This design comes from an exercise in tuning for small area, a short achievable clock period and few clock cycles per item on the open sky130 flow, not from production work. In this exercise RTL edits were held to simulation tests only and were not proved equivalent to the original. Power and IR drop assume default switching activity.

==> flow/design.v (outline; a module is shown in full before it is edited, if it fits) <==
// module kmul_tree: 1135 lines
// module kmul_final: 378 lines
// module kmul_add: 314 lines
// module iterative_karatsuba_hs: 93 lines
module iterative_karatsuba_hs (
    input  logic        clk,
    input  logic        rst,
    input  logic        enable,
    input  logic        in_valid,
    output logic        in_ready,
    input  logic        signed_mode,
    input  logic [31:0] A,
    input  logic [31:0] B,
    output logic        out_valid,
    input  logic        out_ready,
    output logic [63:0] C,
    output logic        busy
);
  // ...
==> flow/flow/run.sh <==
#!/bin/bash
set -euo pipefail
MARGIN=${MARGIN:-6.0}
R=orfs/results/sky130hd/iterative_karatsuba_hs/base
bash standard.sh synth > standard_synth.log 2>&1
cp $R/1_2_yosys.v $R/1_2_yosys.std.v
python3 flow/fa_polarity.py $R/1_2_yosys.std.v $R/1_2_yosys.pol.v > fa_polarity.log 2>&1
sleep 1
cp $R/1_2_yosys.pol.v $R/1_2_yosys.v
bash standard.sh SETUP_SLACK_MARGIN=$MARGIN finish > standard_flow.log 2>&1
==> flow/flow/fa_polarity.py <==
#!/usr/bin/env python3
"""Remove inverters around full-adder cells in a mapped netlist.

A full adder is self-dual: FA(~a, ~b, ~c) = (~sum, ~cout). Each fa cell may
therefore be 'flipped' (fed and read in the opposite polarity) without
changing what the circuit computes. This script chooses a polarity for every
fa cell so that fewer inverters are needed, removes the netlist's inverters
and adds back one inverter per signal that some load still needs inverted.
Registers and every other cell are left as they are.

usage: fa_polarity.py IN.v OUT.v
"""
import re
import sys

ROUNDS = 200

src = open(sys.argv[1]).read()
src = re.sub(r"\(\*.*?\*\)", "", src, flags=re.S)
src = re.sub(r"/\*.*?\*/", "", src, flags=re.S)
m = re.search(r"\bmodule\s+(\S+)\s*\((.*?)\);", src, re.S)
head_end = m.end()
body_end = src.rindex("endmodule")
body = src[head_end:body_end]

# split body into statements
stmts = [s.strip() for s in re.split(r";\s*\n", body) if s.strip()]
cell_re = re.compile(r"^(sky130_fd_sc_hd__\w+)\s+(\S+)\s*\((.*)\)$", re.S)
pin_re = re.compile(r"\.(\w+)\((.*?)\)\s*(?:,|$)", re.S)
OUTS = {"X", "Y", "Q", "Q_N", "SUM", "COUT", "HI", "LO"}

decls, cells, others = [], [], []
ports = set()
for s in stmts:
    if re.match(r"^(input|output|inout)\b", s):
        decls.append(s)
        for nm in re.findall(r"(\\\S+|[A-Za-z_][\w$]*)\s*$", s):
            ports.add(nm)
        nm = s.split()[-1]
        ports.add(nm)
    elif re.match(r"^wire\b", s):
        decls.append(s)
    else:
        cm = cell_re.match(s)
        if cm:
            typ, name, pins = cm.groups()
            pm = {}
            for p, n in pin_re.findall(pins + ","):
                pm[p] = n.strip()
            cells.append([typ, name, pm])
        else:
            others.append(s)


def base(n):
    # net name without bit select on escaped/vector names, for port test
    n = n.strip()
    if n.startswith("\\"):
        return n.split()[0]
    return re.sub(r"\[\d+\]$", "", n)


port_bases = set(base(p) for p in ports)
# nets referenced in assign statements / other statements: keep untouched
pinned = set()
for s in others:
    for tok in re.findall(r"\\\S+ |[A-Za-z_][\w$]*(?:\[\d+\])?", s + " "):
        pinned.add(tok.strip())


def is_port(n):
    return base(n) in port_bases or n.strip() in pinned or base(n) in pinned


def isinv(t):
    return re.match(r"sky130_fd_sc_hd__(clk)?inv(lp)?_\d+$", t) is not None


def isxor(t):
    return re.match(r"sky130_fd_sc_hd__x(n)?or2_\d+$", t) is not None


def isfa(t):
    return re.match(r"sky130_fd_sc_hd__fa_\d+$", t) is not None


driver = {}
for i, (t, nm, pm) in enumerate(cells):
    for p, n in pm.items():
        if p in OUTS and n:
            driver[n] = i

inv_idx = set()
for i, (t, nm, pm) in enumerate(cells):
    if isinv(t) and not is_port(pm["Y"]) and pm["A"] and not pm["A"].startswith("1'"):
        inv_idx.add(i)


def root(n):
    q = 0
    seen = 0
    while n in driver and driver[n] in inv_idx:
        n = cells[driver[n]][2]["A"]
        q ^= 1
        seen += 1
        if seen > 50:
            break
    return n, q


fa_idx = [i for i, c in enumerate(cells) if isfa(c[0]) or isxor(c[0])]
xor_set = set(i for i in fa_idx if isxor(cells[i][0]))
flip = {i: 0 for i in fa_idx}
fixed = set()
for i in fa_idx:
    pm = cells[i][2]
    if is_port(pm.get("SUM", "")) or is_port(pm.get("COUT", "")) or is_port(pm.get("X", "")) or (i in xor_set and is_port(pm.get("Y", ""))):
        fixed.add(i)

# loads: list of (cell index, pin, root, parity)
loads = []
for i, (t, nm, pm) in enumerate(cells):
    if i in inv_idx:
        continue
    for p, n in pm.items():
        if p in OUTS or not n or n.startswith("1'") or n.startswith("{"):
            continue
        r, q = root(n)
        loads.append((i, p, r, q))
# inverters whose outputs are kept (port nets) are normal loads of their input: handled above,
# since they are not in inv_idx.

# index: root -> list of load ids ; fa -> list of load ids on it ; fa -> roots it drives
by_root = {}
for k, (i, p, r, q) in enumerate(loads):
    by_root.setdefault(r, []).append(k)
fa_loads = {i: [] for i in fa_idx}
for k, (i, p, r, q) in enumerate(loads):
    if i in fa_loads:
        fa_loads[i].append(k)
fa_outs = {i: [cells[i][2].get("SUM"), cells[i][2].get("COUT"), cells[i][2].get("X"), cells[i][2].get("Y") if i in xor_set else None] for i in fa_idx}


def supply(r):
    d = driver.get(r)
    if d is not None and d in flip:
        return flip[d]
    return 0


def need(k):
    i, p, r, q = loads[k]
    if i in xor_set:
        return None
    return q ^ (flip[i] if i in flip else 0)


def root_cost(r):
    s = supply(r)
    for k in by_root.get(r, []):
        n = need(k)
        if n is not None and n != s:
            return 1
    return 0


def total():
    return sum(root_cost(r) for r in by_root)


before = sum(1 for _ in inv_idx)
cost = total()
changed = True
it = 0
while changed and it < 50:
    changed = False
    it += 1
    for i in fa_idx:
        if i in fixed:
            continue
        rs = set(loads[k][2] for k in fa_loads[i]) | set(x for x in fa_outs[i] if x)
        c0 = sum(root_cost(r) for r in rs)
        flip[i] ^= 1
        c1 = sum(root_cost(r) for r in rs)
        if c1 < c0:
            changed = True
        else:
            flip[i] ^= 1
cost = total()

# a few rounds of random kicks followed by greedy descent, keeping the best
import random
rng = random.Random(1)
best = dict(flip)
best_cost = cost
free = [i for i in fa_idx if i not in fixed]


def descend():
    ch = True
    while ch:
        ch = False
        for i in free:
            rs = set(loads[k][2] for k in fa_loads[i]) | set(x for x in fa_outs[i] if x)
            c0 = sum(root_cost(r) for r in rs)
            flip[i] ^= 1
            c1 = sum(root_cost(r) for r in rs)
            if c1 < c0:
                ch = True
            else:
                flip[i] ^= 1


for rnd in range(ROUNDS):
    for i in rng.sample(free, max(1, len(free) // 20)):
        flip[i] ^= 1
    descend()
    c = total()
    if c <= best_cost:
        best_cost = c
        best = dict(flip)
    else:
        flip.update(best)
flip.update(best)
cost = total()

# rewrite
newinv = {}
extra_wires = []
out_cells = []
for r in by_root:
    s = supply(r)
    if any(need(k) is not None and need(k) != s for k in by_root[r]):
        nn = f"_fapol{len(newinv)}_"
        newinv[r] = nn
        extra_wires.append(nn)
mism = {i: 0 for i in xor_set}
for k, (i, p, r, q) in enumerate(loads):
    n = need(k)
    if n is None:
        tgt = r
        mism[i] ^= supply(r) ^ q
    else:
        tgt = r if n == supply(r) else newinv[r]
    cells[i][2][p] = tgt
for i in xor_set:
    if mism[i] ^ flip[i]:
        t = cells[i][0]
        pm = cells[i][2]
        if "xnor2" in t:
            cells[i][0] = t.replace("xnor2", "xor2")
            cells[i][2] = {("X" if p == "Y" else p): n for p, n in pm.items()}
        else:
            cells[i][0] = t.replace("xor2", "xnor2")
            cells[i][2] = {("Y" if p == "X" else p): n for p, n in pm.items()}

lines = []
for i, (t, nm, pm) in enumerate(cells):
    if i in inv_idx:
        continue
    pins = ",\n".join(f"    .{p}({n} )" for p, n in pm.items())
    lines.append(f"  {t} {nm} (\n{pins}\n  );")
for r, nn in newinv.items():
    lines.append(f"  sky130_fd_sc_hd__inv_1 {nn}inst (\n    .A({r} ),\n    .Y({nn} )\n  );")

out = src[:head_end] + "\n"
out += "".join(f"  {d} ;\n" for d in decls)
out += "".join(f"  wire {w};\n" for w in extra_wires)
out += "".join(f"  {s} ;\n" for s in others)
out += "\n".join(lines) + "\n"
out += src[body_end:]
open(sys.argv[2], "w").write(out)
print(f"fa cells {len(fa_idx)} flipped {sum(flip.values())}; inverters {before} -> {len(newinv)} ({it} passes)")
==> flow/standard.sh <==
#!/bin/bash
# synth_recipe.tcl (not shown) runs the flow's synth.tcl, then flattens the netlist and writes it again
# the make line also repeats each setting of config.mk as NAME=value (left out here)
make -C /OpenROAD-flow-scripts/flow DESIGN_CONFIG=/design/flow/config.mk WORK_HOME=/design/flow/orfs CLKGATE_MAP_FILE= SYNTH_SCRIPT=/design/flow/synth_recipe.tcl "${@:-finish}"
==> flow/config.mk <==
export PLATFORM = sky130hd
export DESIGN_NAME = iterative_karatsuba_hs
export DESIGN_NICKNAME = iterative_karatsuba_hs
export VERILOG_FILES = /design/flow/design.v
export SDC_FILE = /design/flow/constraint.sdc
export NUM_CORES = 4
export LEC_CHECK = 0
export ABC_AREA = 1
export CAP_MARGIN = 20
export CORE_MARGIN = 2
export CORE_UTILIZATION = 45
export SLEW_MARGIN = 20
==> flow/constraint.sdc <==
create_clock -name core_clock -period 9.5 [get_ports {clk}]
set_input_delay 1.9000 -clock core_clock [delete_from_list [all_inputs] [get_ports {clk}]]
set_output_delay 1.9000 -clock core_clock [all_outputs]
set_load 0.01 [all_outputs]
==> out/qor.csv, run 1 <==
stage;metric;value;unit
power;highest-power group;combinational logic;
placement;Placed Instances;4223;
worst_setup_path;critical path capture point;h_q[47];
cts;Max clock buf depth;3;
run;number of max-cap violations;0;
routing;via count;27600;
layout;ClkCell Share;0.0374;
power;final total power;20.7;mW
layout;final instance area;0.0458;sq mm
grt;vias in the first global route;28100;
placement;Place WS;4.47;ns
die;row cnt;106;
outcome;status;finished clean;
cts;Root Driver;clkbuf_16;
worst_setup_path;CP Buf/Inv Count;4;
layout;Post-Layout Cell Count;4473;
die;top-level I/O count;137;
cts;htree depth;2;
power;sequential power;4.39;mW
power;Clk network pwr share;0.100;
die;Die Wd;295;um
grt;grt ovf;0;
timing;final worst path period share;0.455;
worst_setup_path;crit start category;flip-flop;
die;Die H;295;um
placement;IO buf count;136;
grt;largest net degree at the start of global routing;92;
logic_synthesis;Synth Instances;3123;
worst_setup_path;R2R cell count;19;
placement;Final GP Congestion;0.913;
worst_setup_path;worst-path cell chain;fa_1 > fa_1 > ha_1 > nand2_2 > nor2_4 > buf_4 > a21oi_4 > nand2_8 > nand2_4 > nand2_8 > buf_4 > buf_6 > inv_6 > o21bai_4 > a21oi_4 > o21bai_4 > fa_2 > xor2_2 > mux2_4;
power;combinational power;14.2;mW
layout;Largest Register;cs_q;
timing;Worst-Margin Slew;0.972;ns
timing;Worst Setup Slack, final;5.18;ns
power;Seq pwr share;0.213;
Testbench counts, summed over its fixed seeds: cycles 2,072, items 2,048.
==> module iterative_karatsuba_hs, before the edit <==
module iterative_karatsuba_hs (
    input  logic        clk,
    input  logic        rst,
    input  logic        enable,
    input  logic        in_valid,
    output logic        in_ready,
    input  logic        signed_mode,
    input  logic [31:0] A,
    input  logic [31:0] B,
    output logic        out_valid,
    input  logic        out_ready,
    output logic [63:0] C,
    output logic        busy
);
    localparam int unsigned CW = karatsuba_pkg::CUT_W;
    logic        v0_q;
    logic [32:0] x_q;
    logic [16:0] one_q, two_q, ng_q;
    logic          v1_q;
    logic [CW-1:0] cs_q;
    logic        hv_q, sv_q;
    logic [63:0] h_q, s_q;
    logic        adv_q;
    logic [34:0] y;
    logic [16:0] one_d, two_d, ng_d;
    assign y = {{2{signed_mode & B[31]}}, B, 1'b0};
    always_comb begin
        for (int i = 0; i < 17; i++) begin
            one_d[i] = y[2*i+1] ^ y[2*i];
            two_d[i] = (y[2*i+2] & ~y[2*i+1] & ~y[2*i]) | (~y[2*i+2] & y[2*i+1] & y[2*i]);
            ng_d[i]  = y[2*i+2];
        end
    end
    logic [CW-1:0] cs_d;
    logic [63:0]   prod;
    kmul_tree u_tree (
        .x  (x_q),
        .one(one_q),
        .two(two_q),
        .ng (ng_q),
        .cs (cs_d)
    );
    kmul_final u_final (
        .cs(cs_q),
        .p (prod)
    );
    logic ld0, ld1, take, arr, keep_h, h_from_s, h_from_p, s_from_p;
    logic hv_d, sv_d, adv_d;
    assign in_ready = adv_q | ~v0_q;
    assign ld0      = enable & in_ready;
    assign ld1      = enable & adv_q;
    assign take     = enable & hv_q & out_ready;
    assign arr      = ld1 & v1_q;
    always_comb begin
        keep_h   = hv_q & ~take;
        h_from_s = ~keep_h & sv_q;
        h_from_p = ~keep_h & ~sv_q & arr;
        s_from_p = arr & ~h_from_p;
        hv_d     = keep_h | sv_q | arr;
        sv_d     = (keep_h & sv_q) | s_from_p;
        adv_d    = ~(hv_d & sv_d);
    end
    always_ff @(posedge clk) begin
        if (rst) begin
            v0_q  <= 1'b0;
            v1_q  <= 1'b0;
            hv_q  <= 1'b0;
            sv_q  <= 1'b0;
            adv_q <= 1'b1;
        end else if (enable) begin
            if (ld0) v0_q <= in_valid;
            if (ld1) v1_q <= v0_q;
            hv_q  <= hv_d;
            sv_q  <= sv_d;
            adv_q <= adv_d;
        end
    end
    always_ff @(posedge clk) begin
        if (ld0) begin
            x_q   <= {signed_mode & A[31], A};
            one_q <= one_d;
            two_q <= two_d;
            ng_q  <= ng_d;
        end
        if (ld1) cs_q <= cs_d;
        if (h_from_s) h_q <= s_q;
        else if (h_from_p) h_q <= prod;
        if (s_from_p) s_q <= prod;
    end
    assign out_valid = hv_q;
    assign C         = h_q;
    assign busy      = v0_q | v1_q | hv_q | sv_q;
endmodule
==> inputs of run 2 (changes only) <==
--- a/flow/design.v
+++ b/flow/design.v
@@ -1843,14 +1843,11 @@
     output logic        busy
 );
     localparam int unsigned CW = karatsuba_pkg::CUT_W;
-    logic        v0_q;
+    logic        v0_q, v1_q, v2_q;
     logic [32:0] x_q;
     logic [16:0] one_q, two_q, ng_q;
-    logic          v1_q;
     logic [CW-1:0] cs_q;
-    logic        hv_q, sv_q;
-    logic [63:0] h_q, s_q;
-    logic        adv_q;
+    logic [63:0] c_q;
     logic [34:0] y;
     logic [16:0] one_d, two_d, ng_d;
     assign y = {{2{signed_mode & B[31]}}, B, 1'b0};
@@ -1874,50 +1871,35 @@
         .cs(cs_q),
         .p (prod)
     );
-    logic ld0, ld1, take, arr, keep_h, h_from_s, h_from_p, s_from_p;
-    logic hv_d, sv_d, adv_d;
-    assign in_ready = adv_q | ~v0_q;
-    assign ld0      = enable & in_ready;
-    assign ld1      = enable & adv_q;
-    assign take     = enable & hv_q & out_ready;
-    assign arr      = ld1 & v1_q;
-    always_comb begin
-        keep_h   = hv_q & ~take;
-        h_from_s = ~keep_h & sv_q;
-        h_from_p = ~keep_h & ~sv_q & arr;
-        s_from_p = arr & ~h_from_p;
-        hv_d     = keep_h | sv_q | arr;
-        sv_d     = (keep_h & sv_q) | s_from_p;
-        adv_d    = ~(hv_d & sv_d);
-    end
+    logic adv0, adv1, adv2;
+    assign adv2 = ~v2_q | out_ready;
+    assign adv1 = ~v1_q | adv2;
+    assign adv0 = ~v0_q | adv1;
     always_ff @(posedge clk) begin
         if (rst) begin
-            v0_q  <= 1'b0;
-            v1_q  <= 1'b0;
-            hv_q  <= 1'b0;
-            sv_q  <= 1'b0;
-            adv_q <= 1'b1;
+            v0_q <= 1'b0;
+            v1_q <= 1'b0;
+            v2_q <= 1'b0;
         end else if (enable) begin
-            if (ld0) v0_q <= in_valid;
-            if (ld1) v1_q <= v0_q;
-            hv_q  <= hv_d;
-            sv_q  <= sv_d;
-            adv_q <= adv_d;
+            if (adv0) v0_q <= in_valid;
+            if (adv1) v1_q <= v0_q;
+            if (adv2) v2_q <= v1_q;
         end
     end
     always_ff @(posedge clk) begin
-        if (ld0) begin
-            x_q   <= {signed_mode & A[31], A};
-            one_q <= one_d;
-            two_q <= two_d;
-            ng_q  <= ng_d;
+        if (enable) begin
+            if (adv0) begin
+                x_q   <= {signed_mode & A[31], A};
+                one_q <= one_d;
+                two_q <= two_d;
+                ng_q  <= ng_d;
+            end
+            if (adv1) cs_q <= cs_d;
+            if (adv2) c_q <= prod;
         end
-        if (ld1) cs_q <= cs_d;
-        if (h_from_s) h_q <= s_q;
-        else if (h_from_p) h_q <= prod;
-        if (s_from_p) s_q <= prod;
     end
-    assign out_valid = hv_q;
-    assign C         = h_q;
-    assign busy      = v0_q | v1_q | hv_q | sv_q;
+    assign in_ready  = adv0;
+    assign out_valid = v2_q;
+    assign C         = c_q;
+    assign busy      = v0_q | v1_q | v2_q;
 endmodule
==> flow/flow/run.sh (replaced) <==
#!/bin/bash
set -euo pipefail
MARGIN=${MARGIN:-5.3}
R=orfs/results/sky130hd/iterative_karatsuba_hs/base
bash standard.sh synth > standard_synth.log 2>&1
cp $R/1_2_yosys.v $R/1_2_yosys.std.v
python3 flow/fa_polarity.py $R/1_2_yosys.std.v $R/1_2_yosys.pol.v > fa_polarity.log 2>&1
sleep 1
cp $R/1_2_yosys.pol.v $R/1_2_yosys.v
bash standard.sh SETUP_SLACK_MARGIN=$MARGIN "BUFFER_PORTS_ARGS=-buffer_cell sky130_fd_sc_hd__buf_1" finish > standard_flow.log 2>&1
--- a/flow/config.mk
+++ b/flow/config.mk
@@ -8,5 +8,5 @@
 export ABC_AREA = 1
 export CAP_MARGIN = 20
 export CORE_MARGIN = 2
-export CORE_UTILIZATION = 45
+export CORE_UTILIZATION = 55
 export SLEW_MARGIN = 20
==> run 2 against run 1 <==
  * Global-route usage increased by 5.6 points
  * Die area down 24%
  * Worst setup slack better by 0.12 ns
  * Total power down 14%
  * Synthesized area shrank 7.4%
  * Cell area decreased by 16%
  * Hold slack gained 0.0030 ns
  * Clock-buffer cell count is 3 lower
  * Clock skew is 0.012 ns lower
  * Largest cell class unchanged
==> out/qor.csv, run 2 <==
stage;metric;value;unit;change
outcome;status;finished clean;;unchanged
routing;DRT iter0 DRCs;3107;;was 3686
layout;area grow syn2layout;8.77;%;was 20.4%
routing;via count;25000;;was 27.6k
timing;setup TNS;0;ns;unchanged
logic_synthesis;Syn Nets;3620;;was 3808
timing;Slew Limit Headroom;0.279;;was 0.352
timing;final worst path period share;0.442;;was 0.455
die;Initial Utilization;0.557;;was 0.454
routing;Antenna Violating Nets Remaining;0;;unchanged
grt;routing usage on met1;0.456;;was 0.358
layout;most common cell after layout, fill and taps aside;o22ai_1;;unchanged
grt;GRT met2 Usage;0.484;;was 0.419
timing;RSZ-0062 raised after global routing;yes;;unchanged
cts;post-cts hold buffer count;0;;unchanged
cts;CTS clk-pin slew, worst paths;0.06;ns;was 0.07 ns
layout;Largest Register;cs_q;;unchanged
worst_hold_path;Hold Path Class;flip-flop to flip-flop;;unchanged
worst_setup_path;WP data required;7.60;ns;was 9.87 ns
routing;DR pass1 iterations;9;;was 7
power;Leakage;14.7;nW;was 17.4 nW
worst_setup_path;crit start category;input port;;was flip-flop
cts;Root Driver;clkbuf_16;;unchanged
placement;Final GP Congestion;0.933;;was 0.913
grt;first-pass GRT wire length;163000;um;was 177000 um
layout;largest registers;cs_q x243, c_q x64, x_q x33;;was cs_q x243, h_q x64, s_q x64
die;Die Wd;257;um;was 295 um
cts;Num CTS Buffers;44;;was 51
timing;Clock Skews;0.0221;ns;was 0.0344 ns
logic_synthesis;Synth Instances;2935;;was 3123
run;number of max-cap violations;0;;unchanged
routing;total detailed-routing wirelength;109000;um;was 127000 um
timing;hold slack;0.538;ns;was 0.535 ns
grt;vias in the first global route;25900;;was 28.1k
routing;Vias per Instance;6.46;;was 6.17
die;core area;0.0632;sq mm;was 0.0837 sq mm
routing;routed len/inst;28.1;um;was 28.3 um
timing;Worst-Margin Slew;1.08;ns;was 0.972 ns
layout;share of cells above drive strength 1;0.0868;;was 0.184
placement;IO buf count;136;;unchanged
timing;final hold violation count;0;;unchanged
cts;clk latency of the worst-skew pair;0.59;ns;was 0.64 ns
worst_setup_path;Crit Path Max Fanout;2;;was 3
timing;Final setup viols;0;;unchanged
die;die area;0.0660;sq mm;was 0.0868 sq mm
grt;initial antenna violation count;4;;was 0
timing;final critical-path required period;4.20;ns;was 4.32 ns
worst_setup_path;Crit. End Element;output port;;was flip-flop
worst_setup_path;worst path arrival time;2.30;ns;was 4.69 ns
timing;max-slew violations;0;;unchanged
grt;gr usage total;0.329;;was 0.273
logic_synthesis;Mapped Avg Cell Area;12.0;sq um;was 12.2 sq um
layout;# fillers;5134;;was 6850
grt;largest net degree at the start of global routing;168;;was 92
power;maximum vdd ir drop;0.270;mV;was 0.281 mV
timing;Fmax;238;MHz;was 231 MHz
cts;Max clock buf depth;3;;unchanged
grt;global route hottest layer;met2;;unchanged
die;row cnt;92;;was 106
placement;dpl hpwl;70600;um;was 75400 um
worst_setup_path;critical path type;input port to output port;;was flip-flop to flip-flop
grt;grt ovf;0;;unchanged
layout;max reg flops;243;;unchanged
die;Die H;257;um;was 295 um
layout;most frequent cells in the layout;o22ai_1 (512), fa_1 (494), edfxtp_1 (390), xor2_1 (370), xnor2_1 (239);;was o22ai_1 (506), fa_1 (462), edfxtp_1 (454), xor2_1 (354), xnor2_1 (236)
logic_synthesis;Synth Warn #;1;;unchanged
cts;CTS sink count;393;;was 459
cts;CTS tree;yes;;unchanged
routing;Post-route DRC;0;;unchanged
grt;met3 Use GR;0.118;;was 0.0820
cts;htree depth;2;;unchanged
die;top-level I/O count;137;;unchanged
logic_synthesis;synthesized area;0.0352;sq mm;was 0.0380 sq mm
layout;Nets;3668;;was 3982
power;Power per Cell Area;466;mW/mm^2;was 451 mW/mm^2
==> run 2: timing repair <==
item,in CTS,in global routing
pin swaps,14,32
buffers inserted,21,8
setup endpoints to repair,3,10
resized for setup,17,37
==> run 2: per-layer routing <==
| metal | share of wire | up-vias |
|---|---|---|
| li1 | - | 10200 |
| met1 | 0.39 | 12700 |
| met2 | 0.43 | 1729 |
| met3 | 0.14 | 349 |
| met4 | 0.039 | 6 |
| met5 | 0.00055 | - |
==> run 2: cell type report <==
class	instances	area (sq um)	area share
diodes	1	2.50	0.0000654
clock buffers	56	1150	0.0299
clock inverters	24	131	0.00343
inverters	243	935	0.0244
multi-input cells	2043	21800	0.568
flip-flops and latches	393	11800	0.308
well taps	846	1060	0.0277
repair buffers	258	1470	0.0384
==> run 2: where the power goes <==
part           leakage [nW]  switching, mW  internal [mW]
combinational          10.2           7.09           5.29
clock                 0.630          0.701          0.854
sequential             3.84          0.293           3.60
total                  14.7           8.09           9.75
==> run 2: metrics by stage <==
stage	area, sq um	util	cells	power, mW	worst slack (ns)
final	38300	0.606	3864	17.8	5.30
after CTS	38000	0.601	3854	17.3	5.31
after global routing	38300	0.606	3863	19.6	5.23
after global placement	36500	0.577	3753	15.0	4.99
after floorplan	35200	-	2935	11.5	3.40
after detailed placement	36500	0.577	3753	15.3	4.87
==> run 2: worst paths after layout <==
check | start | to | slack, ns | cells after the start
max reg2reg | cs_q[63] | c_q[47] | 5.37 | 20
min | v0_q | v1_q | 0.54 | 2
max | out_ready | in_ready | 5.30 | 4
min reg2reg | v0_q | v1_q | 0.54 | 2
==> run 2: worst max-delay path: stages <==
cell,delay [ns]
buf_8,0.11
inv_12,0.04
nand4_1,0.09
buf_2,0.16
Testbench counts of run 2, summed over its fixed seeds: cycles 2,072, items 2,048.

static timing again, ports no longer ideal:
The flow's constraints put no driver on any port. The routed layouts listed below were extracted and timed again, unchanged, in two steps.
Step 1, drivers: a clkbuf_16 drives clk and a buf_2 each remaining input, both assumed.
Step 2 also shifts input and output timing later by t, the mid clock arrival at the registers, as if the neighbouring blocks saw the same clock.
Three values: no drivers, after step 1, after step 2; two values: the first two.
run | t (ns) | setup slack, ns | latest minus earliest clock arrival (ns) | cell pins on the clock port's net
run 1 | 0.697 | 5.180 / 5.180 / 5.180 | 0.035 / 0.035 | 1
run 2 | 0.642 | 5.304 / 5.266 / 4.801 | 0.024 / 0.024 | 1
After both steps every run listed still meets setup and hold. For run 2, which loses most, drivers alone change the setup slack by -0.038 ns; drivers and shift together by -0.503 ns.
